This design comes from an exercise in tuning for small area on the open sky130 flow, not from production work.
Only simulation tests tie the RTL to the original design; equivalence was not proved.
No activity file was given, so power comes from the tool's default toggle rates.

[standard.sh]
#!/bin/bash
# synth_recipe.tcl (not shown) runs the flow's synth.tcl, then flattens the netlist and writes it again
# the make line also repeats each setting of config.mk as NAME=value (left out here)
make -C /OpenROAD-flow-scripts/flow DESIGN_CONFIG=/design/flow/config.mk WORK_HOME=/design/flow/orfs CLKGATE_MAP_FILE= SYNTH_SCRIPT=/design/flow/synth_recipe.tcl "${@:-finish}"
[constraint.sdc]
create_clock -name core_clock -period 10.0 [get_ports {Clk}]
set_input_delay 2.0000 -clock core_clock [delete_from_list [all_inputs] [get_ports {Clk}]]
set_output_delay 2.0000 -clock core_clock [all_outputs]
set_load 0.01 [all_outputs]
[flow/run.sh]
#!/bin/bash
# Standard ORFS flow with two changes:
#  - synthesis maps logic with an area-oriented ABC script (flow/abc_area.script);
#    registers are untouched (same dfflibmap step as the standard synthesis)
#  - adders are left to ABC too (no ADDER_MAP_FILE half/full adder cells)
#  - clock tree synthesis without dummy loads (same tree settings otherwise)
#  - every input and output port still gets a buffer, but a buf_1 one, and the
#    buffers synthesis puts on outputs sharing a net (insbuf) are buf_1 too
set -euo pipefail
rm -rf myscripts
cp -r "$FLOW_HOME/scripts" myscripts
cp flow/abc_area.script myscripts/abc_area.script
export SCRIPTS_DIR="$PWD/myscripts"
export BUFFER_PORTS_ARGS="-buffer_cell sky130_fd_sc_hd__buf_1"
bash standard.sh SCRIPTS_DIR="$PWD/myscripts" ADDER_MAP_FILE= "CTS_ARGS=-sink_clustering_enable -repair_clock_nets -dont_use_dummy_load -buf_list {sky130_fd_sc_hd__clkbuf_8} -sink_clustering_size 20 -sink_clustering_max_diameter 50" "MIN_BUF_CELL_AND_PORTS=sky130_fd_sc_hd__buf_1 A X" finish > standard.log 2>&1
[flow/abc_area.script]
strash
&get -n
&st
&deepsyn -T 60
&dch -f
&nf -a -R 1000
&put
topo
[design.v]
package dataAcqPkg;
  typedef logic [127:0] sensorReadings_t;   
endpackage
`timescale 1ns/100ps
module dataAcqCore (
  input  logic         Clk,
  input  logic         En,
  input  logic [31:0]  cpuCommand,
  input  logic         statusClear,
  input  logic [127:0] sensorReadings,
  output logic [31:0]  resultForCpu,
  output logic [2:0]   statusBits
);
  logic sB, sX, sY;
  logic stIdle, stRun, stRun1, stLoad;
  assign stIdle = !sB && !sX && !sY;
  assign stRun  = sB && !sX;
  assign stRun1 = sB && sY;
  assign stLoad = !sB && sX;
  logic errSticky, doneLatched;
  assign statusBits = {sB, errSticky, doneLatched};
  logic [2:0] cTyp;
  logic [1:0] cMode;
  logic [3:0] cNcc, cCfg;
  logic [5:0] cNs;
  logic       cEdge, cSilc, cUns, cNccNz;
  assign cTyp   = cpuCommand[29:27];
  assign cMode  = cpuCommand[31:30];
  assign cNcc   = cpuCommand[23:20];
  assign cNs    = cpuCommand[23:18];
  assign cCfg   = cpuCommand[3:0];
  assign cEdge  = (cTyp == 3'd1) || (cTyp == 3'd4);
  assign cSilc  = (cTyp == 3'd5);
  assign cUns   = (cTyp == 3'd0) || (cTyp == 3'd3);
  assign cNccNz = |cNcc;
  logic [11:0] ringA [8];
  logic [6:0]  ringB [4];
  logic [7:0]  ringAv;   
  logic [3:0]  ringBv;
  logic [2:0]  ph;
  logic [2:0]  pendT;    
  logic        pend1, pend2;
  logic [12:0] rVal, rValNext;
  logic        sensOk, wr1, wr2, okOut;
  logic [2:0]  rErr;
  logic [1:0]  rTag;
  logic [2:0]  typ;
  logic [1:0]  mode;
  logic        k1, k2;     
  logic [1:0]  sErr;       
  logic [11:0] lim;        
  logic [12:0] acc;        
  logic [5:0]  slp;        
  logic [11:0] prev;       
  logic isEdge, isSilc, isAna;
  assign isEdge = (typ == 3'd1) || (typ == 3'd4);
  assign isSilc = (typ == 3'd5);
  assign isAna  = (typ == 3'd2) || (typ == 3'd6) || (typ == 3'd7);
  logic        uEdge, uHit;
  logic [2:0]  uPosA;
  logic [1:0]  uPosB;
  logic [11:0] tap;
  logic        tapV;
  assign uEdge = stIdle ? cEdge : isEdge;
  assign uPosA = (stIdle ? {cMode[1], cTyp[1] ^ cTyp[2], cTyp[0]} :
                           {mode[1], typ[1] ^ typ[2], typ[0]}) + ph;
  assign uPosB = (stIdle ? {cMode[1], cTyp[2]} : {mode[1], typ[2]}) + ph[1:0];
  assign uHit  = uEdge ? (uPosB == 2'd0) : (uPosA[1:0] == 2'd0);
  assign tap   = uEdge ? {5'd0, ringB[0]} : uPosA[2] ? ringA[4] : ringA[0];
  assign tapV  = uEdge ? ringBv[0] : uPosA[2] ? ringAv[4] : ringAv[0];
  logic [11:0] smp;
  always_comb begin
    case (typ)
      3'd1:    smp = {11'd0, sensorReadings[16]};
      3'd4:    smp = {11'd0, sensorReadings[64]};
      3'd2:    smp = sensorReadings[32 +: 12];
      3'd5:    smp = sensorReadings[80 +: 12];
      3'd6:    smp = sensorReadings[96 +: 12];
      default: smp = sensorReadings[112 +: 12];
    endcase
  end
  logic cRefMode, cW1;
  assign cRefMode = (cMode != 2'b00);
  assign cW1      = (cCfg == 4'b0010) || (cCfg == 4'b0101);
  logic [2:0]  phN;
  assign phN = ph + 3'd1;
  logic        pendA, pendB, hitA;
  logic [2:0]  pPosA;
  logic [1:0]  pPosB1, pPosB2;
  logic        wA0, wA4, wB0;
  logic [2:0]  pT;
  logic        p1, p2;
  assign pT     = stLoad ? typ : pendT;
  assign p1     = stLoad ? wr1 : pend1;
  assign p2     = stLoad ? wr2 : pend2;
  assign pendA  = (pT == 3'd2) || (pT == 3'd5) || (pT == 3'd6) || (pT == 3'd7);
  assign pendB  = (pT == 3'd1) || (pT == 3'd4);
  assign pPosA  = {1'b0, pT[1] ^ pT[2], pT[0]} + phN;
  assign hitA   = pendA && (pPosA[1:0] == 2'd0);
  assign wA0    = hitA && (pPosA[2] ? p2 : p1);
  assign wA4    = hitA && (pPosA[2] ? p1 : p2);
  assign pPosB1 = {1'b0, pT[2]} + phN[1:0];
  assign pPosB2 = {1'b1, pT[2]} + phN[1:0];
  assign wB0    = pendB && ((p1 && pPosB1 == 2'd0) || (p2 && pPosB2 == 2'd0));
  always_ff @(posedge Clk) begin
    for (int i = 0; i < 8; i++)
      if (i != 0 && i != 4) ringA[i] <= ringA[i-1];
    ringA[0] <= wA0 ? rValNext[11:0] : ringA[7];
    ringA[4] <= wA4 ? rValNext[11:0] : ringA[3];
    for (int i = 1; i < 4; i++) ringB[i] <= ringB[i-1];
    ringB[0] <= wB0 ? rValNext[6:0] : ringB[3];
  end
  logic rise, fall, evt, reached, limHit, dc;
  assign rise    = !prev[0] && smp[0];
  assign fall    = smp < prev;
  assign evt     = !stRun1 && fall;
  logic [5:0] slpNext;
  assign slpNext = slp + {5'd0, evt};
  assign reached = isSilc && (&slpNext);
  assign limHit  = (lim == 12'd0);
  assign dc      = limHit || reached;
  logic        needTap, incPend, stDone, tapNow, kTap, kEff;
  logic        refAdd, inc0, ana0, lateInc, accCin;
  logic [12:0] accAdd, accSum;
  assign stDone  = sB && sX;
  assign tapNow  = needTap && uHit && !stIdle;
  assign kTap    = (mode == 2'b00) ? (k1 || !tapV) : tapV;
  assign kEff    = tapNow ? kTap : k1;
  assign refAdd  = stIdle ? (cRefMode && uHit) : (tapNow && (mode != 2'b00));
  assign inc0    = stRun && (stRun1 || isSilc || (isEdge && rise));
  assign ana0    = isAna && stRun1;
  assign lateInc = stDone && incPend;
  assign accCin  = refAdd || inc0 || ana0 || lateInc;
  assign accAdd  = refAdd ? {1'b1, ~tap} :
                   ana0 ? {1'b0, smp} :
                   (lateInc && isAna) ? {1'b0, prev} : 13'd0;
  assign accSum  = (acc | {13{stIdle}}) + accAdd + {12'd0, accCin};
  always_ff @(posedge Clk) begin
    prev <= smp;
    acc  <= accSum;
    if (stIdle) begin
      typ  <= cTyp;
      mode <= cMode;
      k1   <= uHit ? (cRefMode ? tapV : (!tapV || cW1)) : (!cRefMode && cW1);
      k2   <= (cCfg == 4'b0100) || (cCfg == 4'b0101);
      sErr <= cUns ? 2'b11 : ((cEdge && !cNccNz) || (cSilc && cNs == 6'd0)) ? 2'b01 : 2'b00;
      lim  <= cSilc ? cpuCommand[15:4] :
              (cEdge && cNccNz) ? {4'd0, cNcc - 4'd1, 4'hF} : 12'd0;
      needTap <= !uHit;
      incPend <= 1'b0;
      slp  <= ~cNs;
    end else begin
      lim <= lim - 12'd1;
      if (tapNow) begin
        needTap <= 1'b0;
        k1      <= kTap;
      end
      if (refAdd && (inc0 || ana0)) incPend <= 1'b1;
      slp <= slpNext;
      if (stRun) begin
        if (isSilc && limHit && !reached) sErr <= 2'b10;
      end
    end
  end
  logic [2:0]  outErr;
  logic [1:0]  outTag;
  assign sensOk = (sErr == 2'b00);
  always_comb begin
    wr1    = 1'b0;
    wr2    = 1'b0;
    okOut  = 1'b0;
    outTag = 2'b11;
    case (sErr)
      2'b01:   outErr = 3'b100;
      2'b10:   outErr = 3'b101;
      default: outErr = 3'b111;
    endcase
    if (sensOk) begin
      case (mode)
        2'b00: begin
          wr1    = kEff;
          wr2    = k2;
          okOut  = 1'b1;
          outTag = 2'b00;
          outErr = (kEff || k2) ? 3'b110 : 3'b001;
        end
        2'b01: begin
          okOut  = kEff;
          outTag = kEff ? 2'b01 : 2'b11;
          outErr = kEff ? 3'b001 : 3'b010;
        end
        2'b10: begin
          okOut  = kEff;
          outTag = kEff ? 2'b10 : 2'b11;
          outErr = kEff ? 3'b001 : 3'b011;
        end
        default: outErr = 3'b111;
      endcase
    end
  end
  assign rValNext = stLoad ? (okOut ? accSum : 13'd0) : rVal;
  assign resultForCpu = {{4{rVal[12]}}, rVal[11:0], rErr, rTag[1] & rTag[0], rTag, 10'd0};
  always_ff @(posedge Clk or negedge En) begin
    if (!En) begin
      sB          <= 1'b0;
      sX          <= 1'b0;
      sY          <= 1'b0;
      errSticky   <= 1'b0;
      doneLatched <= 1'b0;
      ringAv      <= '0;
      ringBv      <= '0;
      rVal        <= '0;
      rErr        <= '0;
      rTag        <= '0;
      ph          <= '0;
      pend1       <= 1'b0;
      pend2       <= 1'b0;
      pendT       <= '0;
    end else begin
      ph <= ph + 3'd1;
      for (int i = 0; i < 8; i++)
        if (i != 0 && i != 4) ringAv[i] <= ringAv[i-1];
      ringAv[0] <= wA0 || ringAv[7];
      ringAv[4] <= wA4 || ringAv[3];
      for (int i = 1; i < 4; i++) ringBv[i] <= ringBv[i-1];
      ringBv[0] <= wB0 || ringBv[3];
      sB <= (stIdle && (cpuCommand != 32'd0)) || stRun;
      sX <= sB && (sX || dc);
      sY <= (stIdle && (cpuCommand != 32'd0)) || (!sB && (sX || sY) && !statusClear);
      if (statusClear) begin
        errSticky   <= 1'b0;
        doneLatched <= 1'b0;
      end else if (stLoad) begin
        doneLatched <= 1'b1;
        if (outErr != 3'b001 && outErr != 3'b110) errSticky <= 1'b1;
      end
      if (stLoad) begin
        pend1 <= wr1;
        pend2 <= wr2;
        pendT <= typ;
        rVal <= rValNext;
        rErr <= outErr;
        rTag <= outTag;
      end
    end
  end
endmodule
[config.mk]
export PLATFORM = sky130hd
export DESIGN_NAME = dataAcqCore
export DESIGN_NICKNAME = dataAcqCore
export VERILOG_FILES = /design/flow/design.v
export SDC_FILE = /design/flow/constraint.sdc
export NUM_CORES = 4
export LEC_CHECK = 0
export ABC_AREA = 1
export CAP_MARGIN = 20
export CORE_MARGIN = 2
export CORE_UTILIZATION = 65
export SLEW_MARGIN = 20
==> results of run 1 <==
[area by class of cell]
type / instances / area, sq um
inverters: 20 / 75.1
fillers: 829 / 2810
well taps: 143 / 179
flip-flops and latches: 221 / 4730
repair buffers: 133 / 591
multi-input cells: 453 / 2850
clock buffers: 17 / 234
[worst max-delay path by stage]
stage,slack (ns),from,endpoint
after global placement,0.74,cpuCommand[27],ringA[0][11]
after detailed placement,0.53,cpuCommand[29],ringA[0][11]
after global routing,0.52,cpuCommand[29],ringA[0][11]
after floorplan,1.48,cpuCommand[29],ringA[4][11]
final,1.0,cpuCommand[29],ringA[0][11]
after CTS,1.03,cpuCommand[29],ringA[4][11]
[registers in the layout, summed over array words and instances (netlist names), 3 cells and up]
register / count
pendT: 3
ringA: 96
lim: 12
rVal: 13
prev: 12
rErr: 3
ringAv: 8
ph: 3
typ: 3
acc: 13
ringBv: 4
slp: 6
ringB: 28
[metal layers]
metal	GRT usage (%)	vias up	routed length [um]
li1	-	2747	-
met1	35.7	2743	7430
met2	47.8	198	8650
met3	4.64	28	1080
met4	7.64	0	425
met5	0	-	0
[metrics by stage]
step,setup slack [ns],instances
after global routing,0.518,987
after floorplan,1.48,710
after detailed placement,0.526,970
after global placement,0.739,969
final,0.997,987
after CTS,1.03,987
[synthesized netlist by cell type, types with 4 or more instances]
cell type,n,area [sq um]
sky130_fd_sc_hd__dfxtp_1,169,3380
sky130_fd_sc_hd__nand2_1,67,251
sky130_fd_sc_hd__nor2_1,65,244
sky130_fd_sc_hd__dfrtp_1,43,1080
sky130_fd_sc_hd__a21oi_1,35,175
sky130_fd_sc_hd__o21ai_0,35,175
sky130_fd_sc_hd__mux2_1,31,349
sky130_fd_sc_hd__xnor2_1,22,193
sky130_fd_sc_hd__clkinv_1,20,75.1
sky130_fd_sc_hd__buf_1,16,60.1
sky130_fd_sc_hd__xor2_1,16,140
sky130_fd_sc_hd__a22o_1,14,123
sky130_fd_sc_hd__nand2b_1,14,87.6
sky130_fd_sc_hd__nor3_1,14,70.1
sky130_fd_sc_hd__a222oi_1,10,100
sky130_fd_sc_hd__a22oi_1,10,75.1
sky130_fd_sc_hd__o22ai_1,10,62.6
sky130_fd_sc_hd__edfxtp_1,9,270
sky130_fd_sc_hd__and2_0,8,50.1
sky130_fd_sc_hd__nand3_1,8,40.0
sky130_fd_sc_hd__o211ai_1,6,45.0
sky130_fd_sc_hd__o21a_1,6,45.0
sky130_fd_sc_hd__a21boi_0,5,37.5
sky130_fd_sc_hd__maj3_1,5,50.1
sky130_fd_sc_hd__mux2i_1,5,50.1
sky130_fd_sc_hd__o221ai_1,5,43.8
sky130_fd_sc_hd__nand4_1,4,25.0
sky130_fd_sc_hd__nor2b_1,4,25.0
sky130_fd_sc_hd__o31ai_1,4,30.0
sky130_fd_sc_hd__or3_1,4,25.0
[logic make-up after synthesis]
logic type / count (synthesis) / synth area share [%]
flops: 221 / 61.7
other cells: 1 / 0.0489
simple gates: 206 / 12.3
buf+inv: 36 / 1.76
fa+ha+maj: 5 / 0.653
compound gates: 158 / 14.0
mux: 36 / 5.21
xor+xnor: 38 / 4.34
[where the power goes]
part | switching, mW | internal, mW
clock network | 0.254 | 0.154
logic | 0.607 | 0.451
registers | 0.0905 | 1.04
total | 0.952 | 1.65
[worst reg2reg max path: cells and delay by family (launching register included)]
| kind | cells | cell delay [ns] |
|---|---|---|
| compound gates | 11 | 2.16 |
| flops | 1 | 0.50 |
| fa+ha+maj | 4 | 1.59 |
| buf+inv | 1 | 0.63 |
| mux | 2 | 0.52 |
| xor+xnor | 3 | 0.60 |
| simple gates | 13 | 2.58 |
==> impl_metrics.prom, run 1 <==
# TYPE chip_impl_metric gauge
chip_impl_metric{name="clock_sinks",unit=""} 221
chip_impl_metric{name="final_hold_violation_count",unit=""} 0
chip_impl_metric{name="maxCapViolCount",unit=""} 0
chip_impl_metric{name="antenna_violations_before_repair",unit=""} 0
chip_impl_metric{name="highest_cell_delay_on_the_worst_timing_path",unit="ns"} 0.56
chip_impl_metric{name="final.hold.worst_slack",unit="ns"} 0.289
chip_impl_metric{name="firstDrtPassIters",unit=""} 6
chip_impl_metric{name="gr-total-overflow",unit=""} 0
chip_impl_metric{name="drt.antenna.violating_nets",unit=""} 0
chip_impl_metric{name="max_freq",unit="GHz"} 0.111
chip_impl_metric{name="drt-wirelength-per-cell",unit="um"} 17.8
chip_impl_metric{name="max_slew_margin",unit="%"} 25.3
chip_impl_metric{name="post_synth.cell_area_avg",unit="sq um"} 10.9
chip_impl_metric{name="post_cts_resize_count",unit=""} 0
chip_impl_metric{name="area_enclosed_by_the_die_boundary",unit="sq um"} 12700
chip_impl_metric{name="regToRegSetupSlack",unit="ns"} 1.28
chip_impl_metric{name="cp.arrival",unit="ns"} 9.37
chip_impl_info{name="cts_tree",value="yes"} 1
chip_impl_metric{name="design.portCount",unit=""} 198
chip_impl_metric{name="via_per_inst",unit=""} 5.79
chip_impl_info{name="reg2reg_from",value="sB"} 1
chip_impl_metric{name="placed_area",unit="sq um"} 8420
chip_impl_info{name="holdCritStartpoint",value="ringB[2][4]"} 1
chip_impl_metric{name="peakVddDrop",unit="uV"} 198
chip_impl_metric{name="synth-warning-count",unit=""} 3
chip_impl_info{name="worst_hold_path.endpoint",value="ringB[3][4]"} 1
chip_impl_metric{name="cts_hold_repair.buffers",unit=""} 0
chip_impl_metric{name="gp_congestion",unit=""} 0.796
chip_impl_metric{name="yosysSeqAreaShare",unit="%"} 61.7
chip_impl_metric{name="area_growth",unit="%"} 12.9
chip_impl_metric{name="vias",unit=""} 5716
chip_impl_metric{name="cp_max_fo",unit=""} 8
chip_impl_info{name="yosys_most_used_dff",value="sky130_fd_sc_hd__dfxtp_1"} 1
chip_impl_metric{name="drive_gt1_share",unit="%"} 5.33
chip_impl_metric{name="grt_start_max_net_pins",unit=""} 44
chip_impl_metric{name="post_cts_buffers",unit=""} 0
chip_impl_metric{name="first_global_vias",unit=""} 5741
chip_impl_metric{name="worstMarginPinSlew",unit="ns"} 1.12
chip_impl_metric{name="track_usage",unit="%"} 27.5
chip_impl_metric{name="total_negative_slack",unit="ns"} 0
chip_impl_metric{name="design_power_total",unit="mW"} 2.60
chip_impl_info{name="timing.critical_path.max_delay_family",value="simple AND/OR/NAND/NOR gates"} 1
chip_impl_metric{name="final_nets",unit=""} 1009
chip_impl_metric{name="layout_worst_path_cycle_share",unit="%"} 90.0
chip_impl_metric{name="post_synth_instance_area",unit="sq um"} 7670
chip_impl_metric{name="io_buffer_count",unit=""} 109
chip_impl_metric{name="hold_depth",unit=""} 0
chip_impl_info{name="type_of_the_worst_setup_path",value="in -> reg"} 1
chip_impl_info{name="result_of_the_run",value="timing/DRC/antenna clean"} 1
chip_impl_metric{name="synth_edf_count",unit=""} 9
chip_impl_metric{name="powerDensity",unit="nW/um^2"} 300
chip_impl_metric{name="worst_ep_required",unit="ns"} 10.37
chip_impl_metric{name="worst_skew_pair.late_latency",unit="ns"} 0.50
chip_impl_metric{name="final-max-slew-violation-count",unit=""} 0
chip_impl_info{name="crit_top_cell",value="sky130_fd_sc_hd__nand2_1"} 1
chip_impl_metric{name="post_synth_num_cell_types",unit=""} 50
chip_impl_metric{name="cts_made_buffers",unit=""} 17
chip_impl_metric{name="post-route-min-period",unit="ns"} 9.00
chip_impl_metric{name="critPathBufInv",unit=""} 1
chip_impl_metric{name="yosys_register_bits",unit=""} 221
chip_impl_metric{name="drt-initial-drc-count",unit=""} 456
chip_impl_metric{name="die_w",unit="um"} 113
chip_impl_metric{name="setup_viol",unit=""} 0
chip_impl_metric{name="static-leakage-power",unit="nW"} 3.53
chip_impl_info{name="rsz0062_at_grt",value="false"} 1
chip_impl_info{name="worst_hold_path_type",value="reg -> reg"} 1
chip_impl_info{name="most-common-layout-cells",value="sky130_fd_sc_hd__dfxtp_1 (169), sky130_fd_sc_hd__buf_1 (108), sky130_fd_sc_hd__nand2_1 (67), sky130_fd_sc_hd__nor2_1 (65), sky130_fd_sc_hd__dfrtp_1 (43)"} 1
chip_impl_metric{name="antennaDiodeCount",unit=""} 0
chip_impl_metric{name="floorplan.die.height",unit="um"} 113
chip_impl_metric{name="cts-htree-levels",unit=""} 1
chip_impl_metric{name="starting_density_of_the_core",unit="%"} 66.9
chip_impl_metric{name="design_area",unit="sq um"} 8660
chip_impl_metric{name="core_area",unit="sq um"} 11500
chip_impl_info{name="mostFrequentLayoutCell",value="sky130_fd_sc_hd__dfxtp_1"} 1
chip_impl_info{name="critPathCaptureType",value="register"} 1
chip_impl_metric{name="clock_tree.buffer_depth",unit=""} 3
chip_impl_metric{name="clock_skews",unit="ns"} 0.0397
chip_impl_metric{name="postSynthCellCount",unit=""} 701
chip_impl_metric{name="worst-path-stages",unit=""} 34
chip_impl_info{name="timing.critical_path.slowest_stage_cell",value="sky130_fd_sc_hd__nor4b_1"} 1
chip_impl_metric{name="cts_clock_pin_slew_for_the_worst_setup_and_hold_paths",unit="ns"} 0.11
chip_impl_info{name="end_of_the_worst_register_to_register_path",value="ringA[0][11]"} 1
chip_impl_metric{name="final_util",unit="%"} 75.5
chip_impl_metric{name="timing.reg2reg.worst_path_depth",unit=""} 34
chip_impl_metric{name="drc_errors",unit=""} 0
chip_impl_metric{name="dpl.hpwl",unit="um"} 12700
chip_impl_metric{name="grt_pass1_wl",unit="um"} 27900
chip_impl_metric{name="floorplan.rows",unit=""} 39
chip_impl_metric{name="drt-total-wl",unit="um"} 17600
chip_impl_info{name="clk_root_buffer_cell",value="sky130_fd_sc_hd__clkbuf_8"} 1
chip_impl_info{name="timing.critical_path.from_type",value="input port"} 1
chip_impl_metric{name="synth-async-reset-ratio",unit="%"} 19.5
==> run 2, diff against run 1 <==
--- a/config.mk
+++ b/config.mk
@@ -9,4 +9,5 @@
 export CAP_MARGIN = 20
 export CORE_MARGIN = 2
 export CORE_UTILIZATION = 65
+export GPL_TIMING_DRIVEN = 0
 export SLEW_MARGIN = 20
==> run 2 against run 1 <==
  * Cell count shrank 0.30%
  * First-iteration DRC count shrank 6.1%
  * Critical path depth grew 1
  * Sequential power is essentially flat
  * Fmax shrank 3.6%
  * Global-route usage grew 0.12 points
  * Area after synthesis is the same
  * Synthesized cell count is the same
  * Non-clock buffer count shrank 3
==> impl_metrics.prom, run 2 <==
# TYPE chip_impl_metric gauge
chip_impl_info{name="result_of_the_run",value="timing/DRC/antenna clean"} 1
chip_impl_metric{name="clock_skews",unit="ns"} 0.0563
chip_impl_metric{name="yosys_register_bits",unit=""} 221
chip_impl_metric{name="vias",unit=""} 5688
chip_impl_info{name="cts_tree",value="yes"} 1
chip_impl_metric{name="synthDominantCellAreaShare",unit="%"} 44.1
chip_impl_metric{name="design.portCount",unit=""} 198
chip_impl_metric{name="firstDrtPassIters",unit=""} 5
chip_impl_metric{name="final-max-slew-violation-count",unit=""} 0
chip_impl_metric{name="largest_reg_flops",unit=""} 96
chip_impl_info{name="timing.critical_path.max_delay_family",value="simple AND/OR/NAND/NOR gates"} 1
chip_impl_metric{name="setup_viol",unit=""} 0
chip_impl_metric{name="final_hold_violation_count",unit=""} 0
chip_impl_metric{name="final_util",unit="%"} 75.2
chip_impl_metric{name="die_w",unit="um"} 113
chip_impl_metric{name="floorplan.die.height",unit="um"} 113
chip_impl_metric{name="worstMarginPinSlew",unit="ns"} 1.14
chip_impl_metric{name="cts_made_buffers",unit=""} 17
chip_impl_metric{name="core_area",unit="sq um"} 11500
chip_impl_info{name="post-synth-top-count-cell",value="sky130_fd_sc_hd__dfxtp_1"} 1
chip_impl_metric{name="static-leakage-power",unit="nW"} 3.48
chip_impl_metric{name="gp_congestion",unit=""} 0.781
chip_impl_metric{name="drt.antenna.violating_nets",unit=""} 0
chip_impl_metric{name="post-route-min-period",unit="ns"} 9.34
chip_impl_metric{name="drt-wirelength-per-cell",unit="um"} 17.6
chip_impl_metric{name="gr-total-overflow",unit=""} 0
chip_impl_metric{name="post_synth_num_cell_types",unit=""} 50
chip_impl_metric{name="area_enclosed_by_the_die_boundary",unit="sq um"} 12700
chip_impl_metric{name="drive_gt1_share",unit="%"} 3.57
chip_impl_metric{name="clock_tree.buffer_depth",unit=""} 3
chip_impl_metric{name="worst_ep_required",unit="ns"} 10.39
chip_impl_metric{name="maxCapViolCount",unit=""} 0
chip_impl_metric{name="antennaDiodeCount",unit=""} 0
chip_impl_metric{name="yosysSeqAreaShare",unit="%"} 61.7
chip_impl_metric{name="max_freq",unit="GHz"} 0.107
chip_impl_metric{name="hold_depth",unit=""} 0
chip_impl_metric{name="regToRegSetupSlack",unit="ns"} 0.94
chip_impl_metric{name="final.hold.worst_slack",unit="ns"} 0.278
chip_impl_metric{name="clock_sinks",unit=""} 221
chip_impl_info{name="holdCritStartpoint",value="ringA[1][3]"} 1
chip_impl_metric{name="area_growth",unit="%"} 12.5
chip_impl_metric{name="post_cts_buffers",unit=""} 0
chip_impl_info{name="max_flop_register",value="ringA"} 1
chip_impl_info{name="most-common-layout-cells",value="sky130_fd_sc_hd__dfxtp_1 (169), sky130_fd_sc_hd__buf_1 (124), sky130_fd_sc_hd__nand2_1 (67), sky130_fd_sc_hd__nor2_1 (65), sky130_fd_sc_hd__dfrtp_1 (43)"} 1
chip_impl_info{name="synthDominantAreaCellType",value="sky130_fd_sc_hd__dfxtp_1"} 1
chip_impl_metric{name="post_synth.cell_area_avg",unit="sq um"} 10.9
chip_impl_metric{name="peakVddDrop",unit="uV"} 224
chip_impl_metric{name="cts_clock_pin_slew_for_the_worst_setup_and_hold_paths",unit="ns"} 0.11
chip_impl_metric{name="critPathBufInv",unit=""} 1
chip_impl_info{name="yosys_most_used_dff",value="sky130_fd_sc_hd__dfxtp_1"} 1
chip_impl_info{name="worst_hold_path_type",value="reg -> reg"} 1
chip_impl_metric{name="cp_max_fo",unit=""} 14
chip_impl_metric{name="dpl.hpwl",unit="um"} 12400
chip_impl_metric{name="grt_start_max_net_pins",unit=""} 42
chip_impl_metric{name="cp.arrival",unit="ns"} 9.73
chip_impl_metric{name="drt-total-wl",unit="um"} 17400
chip_impl_metric{name="final_nets",unit=""} 1006
chip_impl_info{name="timing.critical_path.slowest_stage_cell",value="sky130_fd_sc_hd__maj3_1"} 1
chip_impl_metric{name="worst_skew_pair.late_latency",unit="ns"} 0.50
chip_impl_metric{name="max_slew_margin",unit="%"} 23.9
chip_impl_metric{name="synth_edf_count",unit=""} 9
chip_impl_metric{name="cts_hold_repair.buffers",unit=""} 0
chip_impl_metric{name="num-fill-cells",unit=""} 844
chip_impl_info{name="timing.critical_path.from_type",value="input port"} 1
chip_impl_metric{name="layout_worst_path_cycle_share",unit="%"} 93.4
chip_impl_metric{name="cts-htree-levels",unit=""} 1
chip_impl_metric{name="track_usage",unit="%"} 27.6
chip_impl_info{name="clk_root_buffer_cell",value="sky130_fd_sc_hd__clkbuf_8"} 1
chip_impl_info{name="rsz0062_at_grt",value="false"} 1
chip_impl_metric{name="timing.reg2reg.worst_path_depth",unit=""} 34
chip_impl_info{name="type_of_the_worst_setup_path",value="in -> reg"} 1
chip_impl_metric{name="highest_cell_delay_on_the_worst_timing_path",unit="ns"} 0.45
chip_impl_info{name="crit_top_cell",value="sky130_fd_sc_hd__nand2_1"} 1
chip_impl_metric{name="synth-async-reset-ratio",unit="%"} 19.5
chip_impl_info{name="critPathCaptureType",value="register"} 1
chip_impl_metric{name="powerDensity",unit="nW/um^2"} 294
chip_impl_metric{name="post_synth_instance_area",unit="sq um"} 7670
chip_impl_metric{name="via_per_inst",unit=""} 5.78
chip_impl_metric{name="postSynthCellCount",unit=""} 701
chip_impl_metric{name="first_global_vias",unit=""} 5697
chip_impl_metric{name="drc_errors",unit=""} 0
chip_impl_metric{name="floorplan.rows",unit=""} 39
chip_impl_metric{name="io_buffer_count",unit=""} 109
chip_impl_info{name="reg2reg_from",value="sB"} 1
chip_impl_info{name="synth_top_cells_by_area",value="sky130_fd_sc_hd__dfxtp_1 (44%), sky130_fd_sc_hd__dfrtp_1 (14%), sky130_fd_sc_hd__mux2_1 (4.6%)"} 1
chip_impl_info{name="mostFrequentLayoutCell",value="sky130_fd_sc_hd__dfxtp_1"} 1
chip_impl_info{name="end_of_the_worst_register_to_register_path",value="ringA[4][11]"} 1
chip_impl_info{name="largestRegisters",value="ringA (96), ringB (28)"} 1
chip_impl_info{name="worst_hold_path.endpoint",value="ringA[2][3]"} 1
chip_impl_metric{name="drt-initial-drc-count",unit=""} 428
chip_impl_info{name="post_synth_most_frequent_cells",value="sky130_fd_sc_hd__dfxtp_1 (169), sky130_fd_sc_hd__nand2_1 (67), sky130_fd_sc_hd__nor2_1 (65)"} 1
chip_impl_metric{name="starting_density_of_the_core",unit="%"} 66.9
chip_impl_metric{name="synth-warning-count",unit=""} 3
chip_impl_metric{name="antenna_violations_before_repair",unit=""} 0
chip_impl_metric{name="grt_pass1_wl",unit="um"} 28000
[run 2: power by group]
group	switching, mW	leakage, nW	internal (mW)	total [mW]
Clock	0.254	0.122	0.154	0.407
Combinational	0.602	1.33	0.388	0.989
Sequential	0.0915	2.02	1.04	1.14
[run 2: logic make-up (layout without fill, tap and decap cells)]
kind of cell / after synthesis / in the layout / share of synthesized area [%]
AND/OR/NAND/NOR: 206 / 206 / 12.3
buffers and inverters: 36 / 167 / 1.76
other: 1 / 10 / 0.0489
AO/OA/AOI/OAI: 158 / 158 / 14.0
multiplexers: 36 / 36 / 5.21
adder cells (fa/ha/maj): 5 / 5 / 0.653
XOR/XNOR: 38 / 38 / 4.34
flip-flops: 221 / 221 / 61.7
[run 2: cell type report]
class                   count  area, sq um  share of cell area, %
well taps                 143          179                   2.07
multi-input cells         453         2870                   33.2
clock buffers              17          234                   2.71
repair buffers            114          475                   5.51
flip-flops and latches    221         4730                   54.8
plain buffers              16         60.1                  0.696
inverters                  20         80.1                  0.928
[run 2: routing by layer]
layer	share of wire (%)	GRT usage (%)	routed length [um]
met5	0	0	0
met4	2.0	7.80	351
met3	6.0	3.67	1040
met2	49	47.8	8590
met1	43	36.7	7390
[run 2: worst max-delay path by stage]
stage | end | slack (ns) | start | depth (start not counted)
after global placement | ringA[0][11] | -0.53 | sB | 31
after global routing | ringA[4][11] | 0.05 | cpuCommand[29] | 35
after CTS | ringA[4][11] | 0.15 | cpuCommand[27] | 32
after floorplan | ringA[4][11] | 1.48 | cpuCommand[29] | 31
after detailed placement | ringA[4][11] | -0.37 | cpuCommand[29] | 32
final | ringA[4][11] | 0.66 | cpuCommand[27] | 35
[run 2: repair_timing]
action	CTS	global route
hold endpoints to repair	0	0
resized for setup	1	4
setup endpoints to repair	2	8
[run 2: stage by stage]
stage,cell area [sq um],power (mW),std cells,setup slack [ns],setup TNS (ns)
final,8630,2.53,984,0.665,0
after global routing,8630,2.69,984,0.0523,0
after CTS,8610,2.53,984,0.149,0
after detailed placement,8370,2.13,967,-0.368,-0.978
after global placement,8290,2.06,962,-0.530,-1.85
after floorplan,7700,1.86,710,1.48,0
[run 2: worst register-to-register path, delay by kind of cell, from the launching register on]
family / cells / cell delay [ns]
mux: 2 / 0.42
buf+inv: 1 / 0.46
compound gates: 11 / 2.18
flops: 1 / 0.50
xor+xnor: 3 / 0.62
fa+ha+maj: 4 / 1.70
simple gates: 13 / 3.10
==> run 3, diff against run 2 <==
--- a/flow/run.sh
+++ b/flow/run.sh
@@ -12,4 +12,4 @@
 cp flow/abc_area.script myscripts/abc_area.script
 export SCRIPTS_DIR="$PWD/myscripts"
 export BUFFER_PORTS_ARGS="-buffer_cell sky130_fd_sc_hd__buf_1"
-bash standard.sh SCRIPTS_DIR="$PWD/myscripts" ADDER_MAP_FILE= "CTS_ARGS=-sink_clustering_enable -repair_clock_nets -dont_use_dummy_load -buf_list {sky130_fd_sc_hd__clkbuf_8} -sink_clustering_size 20 -sink_clustering_max_diameter 50" "MIN_BUF_CELL_AND_PORTS=sky130_fd_sc_hd__buf_1 A X" finish > standard.log 2>&1
+bash standard.sh SCRIPTS_DIR="$PWD/myscripts" ADDER_MAP_FILE= "CTS_ARGS=-sink_clustering_enable -repair_clock_nets -dont_use_dummy_load -buf_list {sky130_fd_sc_hd__clkbuf_4} -sink_clustering_size 12 -sink_clustering_max_diameter 35" "MIN_BUF_CELL_AND_PORTS=sky130_fd_sc_hd__buf_1 A X" finish > standard.log 2>&1
==> run 3 against run 2 <==
  * Highest routed layer unchanged
  * Synthesized cell count unchanged
  * Still clean on timing, DRC and antenna
  * Clock power decreased by 4%
  * Critical path depth decreased by 3
  * Final area decreased by 0.19%
  * Non-clock buffer count increased by 1
  * Utilization decreased by 0.14 points
  * Critical path type unchanged
==> impl_metrics.prom, run 3 <==
# TYPE chip_impl_metric gauge
chip_impl_metric{name="drt-initial-drc-count",unit=""} 394
chip_impl_metric{name="post_synth.cell_area_avg",unit="sq um"} 10.9
chip_impl_metric{name="drc_errors",unit=""} 0
chip_impl_metric{name="floorplan.rows",unit=""} 39
chip_impl_metric{name="cts_clock_pin_slew_for_the_worst_setup_and_hold_paths",unit="ns"} 0.12
chip_impl_metric{name="post_synth_instance_area",unit="sq um"} 7670
chip_impl_metric{name="max_freq",unit="GHz"} 0.108
chip_impl_metric{name="post-route-min-period",unit="ns"} 9.24
chip_impl_metric{name="layout_worst_path_cycle_share",unit="%"} 92.4
chip_impl_metric{name="track_usage",unit="%"} 27.8
chip_impl_metric{name="worst_ep_required",unit="ns"} 10.51
chip_impl_metric{name="maxCapViolCount",unit=""} 0
chip_impl_metric{name="core_area",unit="sq um"} 11500
chip_impl_metric{name="drive_gt1_share",unit="%"} 5.04
chip_impl_metric{name="yosys_register_bits",unit=""} 221
chip_impl_metric{name="vias",unit=""} 5746
chip_impl_metric{name="regToRegSetupSlack",unit="ns"} 0.97
chip_impl_metric{name="design_power_total",unit="mW"} 2.51
chip_impl_metric{name="area_enclosed_by_the_die_boundary",unit="sq um"} 12700
chip_impl_info{name="crit_path_start",value="cpuCommand[27]"} 1
chip_impl_info{name="result_of_the_run",value="timing/DRC/antenna clean"} 1
chip_impl_metric{name="drt.antenna.violating_nets",unit=""} 0
chip_impl_info{name="reg2reg_from",value="sB"} 1
chip_impl_metric{name="cp.arrival",unit="ns"} 9.75
chip_impl_metric{name="drt-wirelength-per-cell",unit="um"} 17.4
chip_impl_metric{name="post_synth_and_or_nand_nor_area_fraction",unit="%"} 12.3
chip_impl_metric{name="synth-warning-count",unit=""} 3
chip_impl_metric{name="antenna_violations_before_repair",unit=""} 0
chip_impl_info{name="synthDominantAreaCellType",value="sky130_fd_sc_hd__dfxtp_1"} 1
chip_impl_metric{name="grt_pass1_wl",unit="um"} 28200
chip_impl_metric{name="cts-htree-levels",unit=""} 1
chip_impl_metric{name="static-leakage-power",unit="nW"} 3.49
chip_impl_metric{name="starting_density_of_the_core",unit="%"} 66.9
chip_impl_metric{name="cts_hold_repair.buffers",unit=""} 0
chip_impl_info{name="timing.critical_path.from_type",value="input port"} 1
chip_impl_info{name="rsz0062_at_grt",value="false"} 1
chip_impl_metric{name="floorplan.die.height",unit="um"} 113
chip_impl_metric{name="setup_viol",unit=""} 0
chip_impl_info{name="holdCritStartpoint",value="ringB[2][4]"} 1
chip_impl_metric{name="first_global_vias",unit=""} 5809
chip_impl_metric{name="worst_skew_pair.late_latency",unit="ns"} 0.63
chip_impl_metric{name="drt-total-wl",unit="um"} 17400
chip_impl_metric{name="peakVddDrop",unit="uV"} 198
chip_impl_info{name="type_of_the_worst_setup_path",value="in -> reg"} 1
chip_impl_metric{name="dpl.hpwl",unit="um"} 12400
chip_impl_info{name="end_of_the_worst_register_to_register_path",value="ringA[4][11]"} 1
chip_impl_info{name="cts_tree",value="yes"} 1
chip_impl_metric{name="synthDominantCellAreaShare",unit="%"} 44.1
chip_impl_info{name="most-common-layout-cells",value="sky130_fd_sc_hd__dfxtp_1 (169), sky130_fd_sc_hd__buf_1 (124), sky130_fd_sc_hd__nand2_1 (67), sky130_fd_sc_hd__nor2_1 (65), sky130_fd_sc_hd__dfrtp_1 (43)"} 1
chip_impl_metric{name="clock_sinks",unit=""} 221
chip_impl_info{name="synth_top_family_by_area",value="compound AO/OA/AOI/OAI gates"} 1
chip_impl_metric{name="final_util",unit="%"} 75.1
chip_impl_info{name="critPathCaptureType",value="register"} 1
chip_impl_metric{name="num-fill-cells",unit=""} 849
chip_impl_metric{name="gp_congestion",unit=""} 0.781
chip_impl_metric{name="final_nets",unit=""} 1019
chip_impl_metric{name="die_w",unit="um"} 113
chip_impl_info{name="post_synth_most_frequent_cells",value="sky130_fd_sc_hd__dfxtp_1 (169), sky130_fd_sc_hd__nand2_1 (67), sky130_fd_sc_hd__nor2_1 (65)"} 1
chip_impl_info{name="clk_root_buffer_cell",value="sky130_fd_sc_hd__clkbuf_4"} 1
chip_impl_metric{name="largest_reg_flops",unit=""} 96
chip_impl_metric{name="clock_skews",unit="ns"} 0.0778
chip_impl_metric{name="post_synth_num_cell_types",unit=""} 50
chip_impl_metric{name="powerDensity",unit="nW/um^2"} 292
chip_impl_metric{name="finalWorstSetupSlack",unit="ns"} 0.761
chip_impl_metric{name="cp_max_fo",unit=""} 14
chip_impl_info{name="yosys_most_used_dff",value="sky130_fd_sc_hd__dfxtp_1"} 1
chip_impl_metric{name="yosysSeqAreaShare",unit="%"} 61.7
chip_impl_metric{name="highest_cell_delay_on_the_worst_timing_path",unit="ns"} 0.47
chip_impl_metric{name="grt_start_max_net_pins",unit=""} 42
chip_impl_metric{name="antennaDiodeCount",unit=""} 0
chip_impl_metric{name="timing.reg2reg.worst_path_depth",unit=""} 34
chip_impl_metric{name="final_hold_violation_count",unit=""} 0
chip_impl_metric{name="area_growth",unit="%"} 12.3
chip_impl_metric{name="via_per_inst",unit=""} 5.76
chip_impl_info{name="largestRegisters",value="ringA (96), ringB (28)"} 1
chip_impl_info{name="crit_top_cell",value="sky130_fd_sc_hd__nand2_1"} 1
chip_impl_metric{name="hold_depth",unit=""} 0
chip_impl_metric{name="post_synth_mux_area_share",unit="%"} 5.21
chip_impl_metric{name="io_buffer_count",unit=""} 109
chip_impl_info{name="synth_top_cells_by_area",value="sky130_fd_sc_hd__dfxtp_1 (44%), sky130_fd_sc_hd__dfrtp_1 (14%), sky130_fd_sc_hd__mux2_1 (4.6%)"} 1
chip_impl_info{name="worst_hold_path.endpoint",value="ringB[3][4]"} 1
chip_impl_info{name="post-synth-top-count-cell",value="sky130_fd_sc_hd__dfxtp_1"} 1
chip_impl_metric{name="firstDrtPassIters",unit=""} 8
chip_impl_metric{name="design.portCount",unit=""} 198
chip_impl_metric{name="max_slew_margin",unit="%"} 23.4
chip_impl_info{name="worst_hold_path_type",value="reg -> reg"} 1
chip_impl_info{name="timing.critical_path.slowest_stage_cell",value="sky130_fd_sc_hd__a21oi_2"} 1
chip_impl_info{name="max_flop_register",value="ringA"} 1
chip_impl_metric{name="cts_made_buffers",unit=""} 29
chip_impl_metric{name="worstMarginPinSlew",unit="ns"} 1.15
chip_impl_metric{name="synth_edf_count",unit=""} 9
chip_impl_metric{name="yosys.area_share.xor_xnor",unit="%"} 4.34
chip_impl_metric{name="gr-total-overflow",unit=""} 0
chip_impl_metric{name="synth_compound_gate_area_share",unit="%"} 14.0
chip_impl_metric{name="postSynthCellCount",unit=""} 701
chip_impl_metric{name="synth-async-reset-ratio",unit="%"} 19.5
chip_impl_metric{name="final-max-slew-violation-count",unit=""} 0
chip_impl_metric{name="post_synth_fa_ha_maj_area_fraction",unit="%"} 0.653
chip_impl_info{name="mostFrequentLayoutCell",value="sky130_fd_sc_hd__dfxtp_1"} 1
chip_impl_metric{name="clock_tree.buffer_depth",unit=""} 3
chip_impl_metric{name="post-place-ws",unit="ns"} -0.368
==> run 3: cell counts after synthesis <==
No cell type changed its count.
==> run 3: worst max-delay path, delay by kind of cell <==
| kind | cells | cell delay [ns] |
|---|---|---|
| simple gates | 13 | 2.58 |
| xor+xnor | 2 | 0.32 |
| mux | 1 | 0.29 |
| fa+ha+maj | 4 | 1.70 |
| compound gates | 11 | 2.68 |
| buf+inv | 1 | 0.20 |
==> run 3: power breakdown <==
group / switching, mW / total, mW / internal [mW]
Clock: 0.257 / 0.390 / 0.132
Combinational: 0.600 / 0.988 / 0.388
Sequential: 0.0911 / 1.14 / 1.04
Total: 0.948 / 2.51 / 1.56
==> run 3: metal layers <==
| layer | up-vias | share of wire, % | track usage (%) |
|---|---|---|---|
| met5 | - | 0 | 0 |
| met4 | 0 | 1.2 | 7.07 |
| met3 | 21 | 6.0 | 3.89 |
| met2 | 205 | 50 | 48.5 |
| met1 | 2747 | 43 | 36.9 |
| li1 | 2773 | - | - |
==> run 3: repair_timing <==
item | in CTS | in global routing
endpoints found under the hold margin | 0 | 0
endpoints found under the setup margin | 2 | 5
resized for setup | 1 | 3
buffers inserted | 0 | 0
==> run 3: how the worst max path moves through the flow <==
stage | cells past startpoint | endpoint | slack [ns]
CTS | 34 | ringA[4][11] | 0.20
floorplan | 31 | ringA[4][11] | 1.48
global placement | 31 | ringA[0][11] | -0.53
global route | 32 | ringA[4][11] | 0.10
detailed placement | 32 | ringA[4][11] | -0.37
finish | 32 | ringA[4][11] | 0.76
==> run 3: kinds of logic (layout without fill, tap and decap cells) <==
kind of cell               count (synthesis)  in the layout
other                                      1             10
DFF                                      221            221
AOI/OAI and AO/OA                        158            158
adders and majority gates                  5              5
buffers and inverters                     36            180
xor gates and xnor gates                  38             38
muxes                                     36             36
and+or+nand+nor                          206            206
==> run 3: cell type report <==
cell class	count	area (sq um)	area share, %
Tap cell	143	179	2.08
Sequential cell	221	4730	54.9
Multi-Input combinational cell	453	2860	33.2
Clock buffer	29	218	2.53
Buffer	16	60.1	0.698
Inverter	20	80.1	0.930
Timing Repair Buffer	115	483	5.61
==> run 3: through the flow <==
stage,cell area [sq um],hold slack (ns),std cells,TNS (ns)
after floorplan,7700,0.310,710,0
after global placement,8290,0.310,962,-1.85
after detailed placement,8370,0.312,967,-0.978
after CTS,8590,0.296,996,0
after global routing,8610,0.303,997,0
final,8610,0.296,997,0
==> run 4, diff against run 3 <==
--- a/flow/run.sh
+++ b/flow/run.sh
@@ -1,9 +1,10 @@
 #!/bin/bash
-# Standard ORFS flow with two changes:
+# Standard ORFS flow with these changes:
 #  - synthesis maps logic with an area-oriented ABC script (flow/abc_area.script);
 #    registers are untouched (same dfflibmap step as the standard synthesis)
 #  - adders are left to ABC too (no ADDER_MAP_FILE half/full adder cells)
-#  - clock tree synthesis without dummy loads (same tree settings otherwise)
+#  - clock tree synthesis without dummy loads, clustering sinks in groups of
+#    up to 12 under clkbuf_4 buffers
 #  - every input and output port still gets a buffer, but a buf_1 one, and the
 #    buffers synthesis puts on outputs sharing a net (insbuf) are buf_1 too
 set -euo pipefail
==> run 4 against run 3 <==
  * Non-clock buffer count stayed put
  * Still clean on timing, DRC and antenna
  * Critical path type unchanged
  * Via count did not move
  * Wire length stayed put
==> impl_metrics.prom, run 4 <==
# TYPE chip_impl_metric gauge
chip_impl_info{name="result_of_the_run",value="timing/DRC/antenna clean"} 1
chip_impl_metric{name="final_util",unit="%"} 75.1
chip_impl_metric{name="static-leakage-power",unit="nW"} 3.49
chip_impl_metric{name="post_synth.cell_area_avg",unit="sq um"} 10.9
chip_impl_metric{name="worst_skew_pair.late_latency",unit="ns"} 0.63
chip_impl_metric{name="clock_sinks",unit=""} 221
chip_impl_info{name="timing.critical_path.from_type",value="input port"} 1
chip_impl_metric{name="design_power_total",unit="mW"} 2.51
chip_impl_info{name="post_synth_most_frequent_cells",value="sky130_fd_sc_hd__dfxtp_1 (169), sky130_fd_sc_hd__nand2_1 (67), sky130_fd_sc_hd__nor2_1 (65)"} 1
chip_impl_metric{name="seqCellArea",unit="sq um"} 4730
chip_impl_metric{name="gr-total-overflow",unit=""} 0
chip_impl_metric{name="clock_tree.buffer_depth",unit=""} 3
chip_impl_info{name="cts_tree",value="yes"} 1
chip_impl_metric{name="grt_start_max_net_pins",unit=""} 42
chip_impl_metric{name="via_per_inst",unit=""} 5.76
chip_impl_metric{name="first_global_vias",unit=""} 5809
chip_impl_metric{name="area_growth",unit="%"} 12.3
chip_impl_metric{name="yosys_register_bits",unit=""} 221
chip_impl_metric{name="vias",unit=""} 5746
chip_impl_metric{name="floorplan.die.height",unit="um"} 113
chip_impl_metric{name="post-place-ws",unit="ns"} -0.368
chip_impl_metric{name="cts-htree-levels",unit=""} 1
chip_impl_metric{name="area_enclosed_by_the_die_boundary",unit="sq um"} 12700
chip_impl_metric{name="synthDominantCellAreaShare",unit="%"} 44.1
chip_impl_info{name="largestRegisters",value="ringA (96), ringB (28)"} 1
chip_impl_metric{name="final_hold_violation_count",unit=""} 0
chip_impl_metric{name="antennaDiodeCount",unit=""} 0
chip_impl_metric{name="floorplan.rows",unit=""} 39
chip_impl_metric{name="post_synth_num_cell_types",unit=""} 50
chip_impl_metric{name="synth_edf_count",unit=""} 9
chip_impl_metric{name="highest_cell_delay_on_the_worst_timing_path",unit="ns"} 0.47
chip_impl_metric{name="dpl.hpwl",unit="um"} 12400
chip_impl_metric{name="post-route-min-period",unit="ns"} 9.24
chip_impl_metric{name="die_w",unit="um"} 113
chip_impl_info{name="synth_top_cells_by_area",value="sky130_fd_sc_hd__dfxtp_1 (44%), sky130_fd_sc_hd__dfrtp_1 (14%), sky130_fd_sc_hd__mux2_1 (4.6%)"} 1
chip_impl_metric{name="powerDensity",unit="nW/um^2"} 292
chip_impl_info{name="max_flop_register",value="ringA"} 1
chip_impl_info{name="type_of_the_worst_setup_path",value="in -> reg"} 1
chip_impl_metric{name="cts_hold_repair.buffers",unit=""} 0
chip_impl_metric{name="max_freq",unit="GHz"} 0.108
chip_impl_metric{name="worst_ep_required",unit="ns"} 10.51
chip_impl_info{name="worst_hold_path_type",value="reg -> reg"} 1
chip_impl_info{name="most-common-layout-cells",value="sky130_fd_sc_hd__dfxtp_1 (169), sky130_fd_sc_hd__buf_1 (124), sky130_fd_sc_hd__nand2_1 (67), sky130_fd_sc_hd__nor2_1 (65), sky130_fd_sc_hd__dfrtp_1 (43)"} 1
chip_impl_metric{name="total_negative_slack",unit="ns"} 0
chip_impl_metric{name="yosysSeqAreaShare",unit="%"} 61.7
chip_impl_metric{name="cp.arrival",unit="ns"} 9.75
chip_impl_metric{name="starting_density_of_the_core",unit="%"} 66.9
chip_impl_metric{name="num-fill-cells",unit=""} 849
chip_impl_metric{name="cts_clock_pin_slew_for_the_worst_setup_and_hold_paths",unit="ns"} 0.12
chip_impl_info{name="synthDominantAreaCellType",value="sky130_fd_sc_hd__dfxtp_1"} 1
chip_impl_metric{name="drive_gt1_share",unit="%"} 5.04
chip_impl_info{name="timing.critical_path.slowest_stage_cell",value="sky130_fd_sc_hd__a21oi_2"} 1
chip_impl_metric{name="setup_viol",unit=""} 0
chip_impl_metric{name="design_area",unit="sq um"} 8610
chip_impl_metric{name="timing.reg2reg.worst_path_depth",unit=""} 34
chip_impl_metric{name="drc_errors",unit=""} 0
chip_impl_metric{name="worstMarginPinSlew",unit="ns"} 1.15
chip_impl_info{name="yosys_most_used_dff",value="sky130_fd_sc_hd__dfxtp_1"} 1
chip_impl_metric{name="post_synth_instance_area",unit="sq um"} 7670
chip_impl_metric{name="drt-initial-drc-count",unit=""} 394
chip_impl_metric{name="drt.antenna.violating_nets",unit=""} 0
chip_impl_metric{name="regToRegSetupSlack",unit="ns"} 0.97
chip_impl_metric{name="gp_congestion",unit=""} 0.781
chip_impl_metric{name="grt_pass1_wl",unit="um"} 28200
chip_impl_metric{name="final-max-slew-violation-count",unit=""} 0
chip_impl_metric{name="peakVddDrop",unit="uV"} 198
chip_impl_metric{name="synth-warning-count",unit=""} 3
chip_impl_info{name="mostFrequentLayoutCell",value="sky130_fd_sc_hd__dfxtp_1"} 1
chip_impl_metric{name="clock_skews",unit="ns"} 0.0778
chip_impl_info{name="clk_root_buffer_cell",value="sky130_fd_sc_hd__clkbuf_4"} 1
chip_impl_metric{name="post_cts_buffers",unit=""} 0
chip_impl_metric{name="placed_area",unit="sq um"} 8370
chip_impl_info{name="post-synth-top-count-cell",value="sky130_fd_sc_hd__dfxtp_1"} 1
chip_impl_metric{name="finalWorstSetupSlack",unit="ns"} 0.761
chip_impl_metric{name="largest_reg_flops",unit=""} 96
chip_impl_metric{name="hold_depth",unit=""} 0
chip_impl_metric{name="design.portCount",unit=""} 198
chip_impl_metric{name="maxCapViolCount",unit=""} 0
chip_impl_metric{name="cp_max_fo",unit=""} 14
chip_impl_metric{name="drt-wirelength-per-cell",unit="um"} 17.4
chip_impl_metric{name="antenna_violations_before_repair",unit=""} 0
chip_impl_info{name="critPathCaptureType",value="register"} 1
chip_impl_metric{name="cts_made_buffers",unit=""} 29
chip_impl_metric{name="synth-async-reset-ratio",unit="%"} 19.5
chip_impl_metric{name="multiInputGateArea",unit="sq um"} 2860
chip_impl_metric{name="final_nets",unit=""} 1019
chip_impl_metric{name="postSynthCellCount",unit=""} 701
chip_impl_metric{name="drt-total-wl",unit="um"} 17400
chip_impl_metric{name="core_area",unit="sq um"} 11500
chip_impl_metric{name="layout_worst_path_cycle_share",unit="%"} 92.4
chip_impl_info{name="crit_top_cell",value="sky130_fd_sc_hd__nand2_1"} 1
chip_impl_info{name="rsz0062_at_grt",value="false"} 1
chip_impl_metric{name="track_usage",unit="%"} 27.8
chip_impl_metric{name="firstDrtPassIters",unit=""} 8
chip_impl_metric{name="io_buffer_count",unit=""} 109
chip_impl_metric{name="max_slew_margin",unit="%"} 23.4
## run 4: cell counts after synthesis
No cell type changed its count.
## run 4: report_power, final
part	total [mW]	leakage [nW]	switching [mW]	internal, mW
Clock	0.390	0.133	0.257	0.132
Combinational	0.988	1.33	0.600	0.388
Sequential	1.14	2.02	0.0911	1.04
Total	2.51	3.49	0.948	1.56
## run 4: repair_timing
item | in CTS | in global routing
hold endpoints to repair | 0 | 0
gates resized for setup | 1 | 3
cloned | 0 | 0
setup endpoints to repair | 2 | 5
## run 4: final timing paths
check	from	endpoint
max reg2reg	sB	ringA[4][11]
max in group asynchronous	En	pendT[1]
max	cpuCommand[27]	ringA[4][11]
min	ringB[2][4]	ringB[3][4]
min in group asynchronous	En	rVal[9]
min reg2reg	ringB[2][4]	ringB[3][4]
## run 4: logic make-up (layout without fill, tap and decap cells)
logic type	count (synthesis)	after routing	synth area share, %
fa+ha+maj	5	5	0.653
other cells	1	10	0.0489
flops	221	221	61.7
xor+xnor	38	38	4.34
simple gates	206	206	12.3
buf+inv	36	180	1.76
compound gates	158	158	14.0
mux	36	36	5.21
## run 4: layout make-up
class | instances | share of cell area (%)
tap | 143 | 2.08
buffer | 16 | 0.698
timing repair buffer | 115 | 5.61
inverter | 20 | 0.930
sequential | 221 | 54.9
multi-input combinational | 453 | 33.2
clock buffer | 29 | 2.53
## run 4: worst max-delay path: cells and delay by family
family                   cells  cell delay (ns)
AO/OA/AOI/OAI               11             2.68
buffers and inverters        1             0.20
AND/OR/NAND/NOR             13             2.58
adder cells (fa/ha/maj)      4             1.70
XOR/XNOR                     2             0.32
multiplexers                 1             0.29
## run 4: metrics by stage
| stage | std cells | hold WS (ns) |
|---|---|---|
| 3_3_place_gp | 962 | 0.310 |
| 2_1_floorplan | 710 | 0.310 |
| 3_5_place_dp | 967 | 0.312 |
| 4_1_cts | 996 | 0.296 |
| 5_1_grt | 997 | 0.303 |
| 6_report | 997 | 0.296 |
## run 4: layer usage
layer  vias to the layer above  GRT usage (%)  wire length [um]  share of wire (%)
met5                         -              0                 0                  0
met4                         0           7.07               213                1.2
met2                       205           48.5              8680                 50
li1                       2773              -                 -                  -
met1                      2747           36.9              7450                 43
met3                        21           3.89              1050                6.0

-- separate check: timing with driven ports --
Ports are ideal in the flow. The routed layouts listed here were re-timed in OpenROAD. Step 1, drivers: a clkbuf_16 drives Clk and a buf_2 each remaining input, both assumed. Step 2 adds t to the input delays and takes it off the output delays; t is the mean of the earliest and latest rising clock arrival at the registers after step 1. Input paths then give back, and output paths get back, about the clock's delay inside the block. Slacks: no drivers / after step 1 / after step 2; pairs: no drivers / after step 1.
| run | t, ns | setup WS [ns] | worst data-port slew with drivers (ns) | pins driven straight from the clock port |
|---|---|---|---|---|
| run 1 | 0.514 | 0.997 / 0.997 / 0.482 | 0.05 | 1 |
| run 2 | 0.509 | 0.665 / 0.663 / 0.154 | 0.04 | 1 |
| run 3 | 0.629 | 0.761 / 0.762 / 0.133 | 0.04 | 1 |
| run 4 | 0.629 | 0.761 / 0.762 / 0.133 | 0.04 | 1 |
After both steps setup and hold are still met in every run listed.
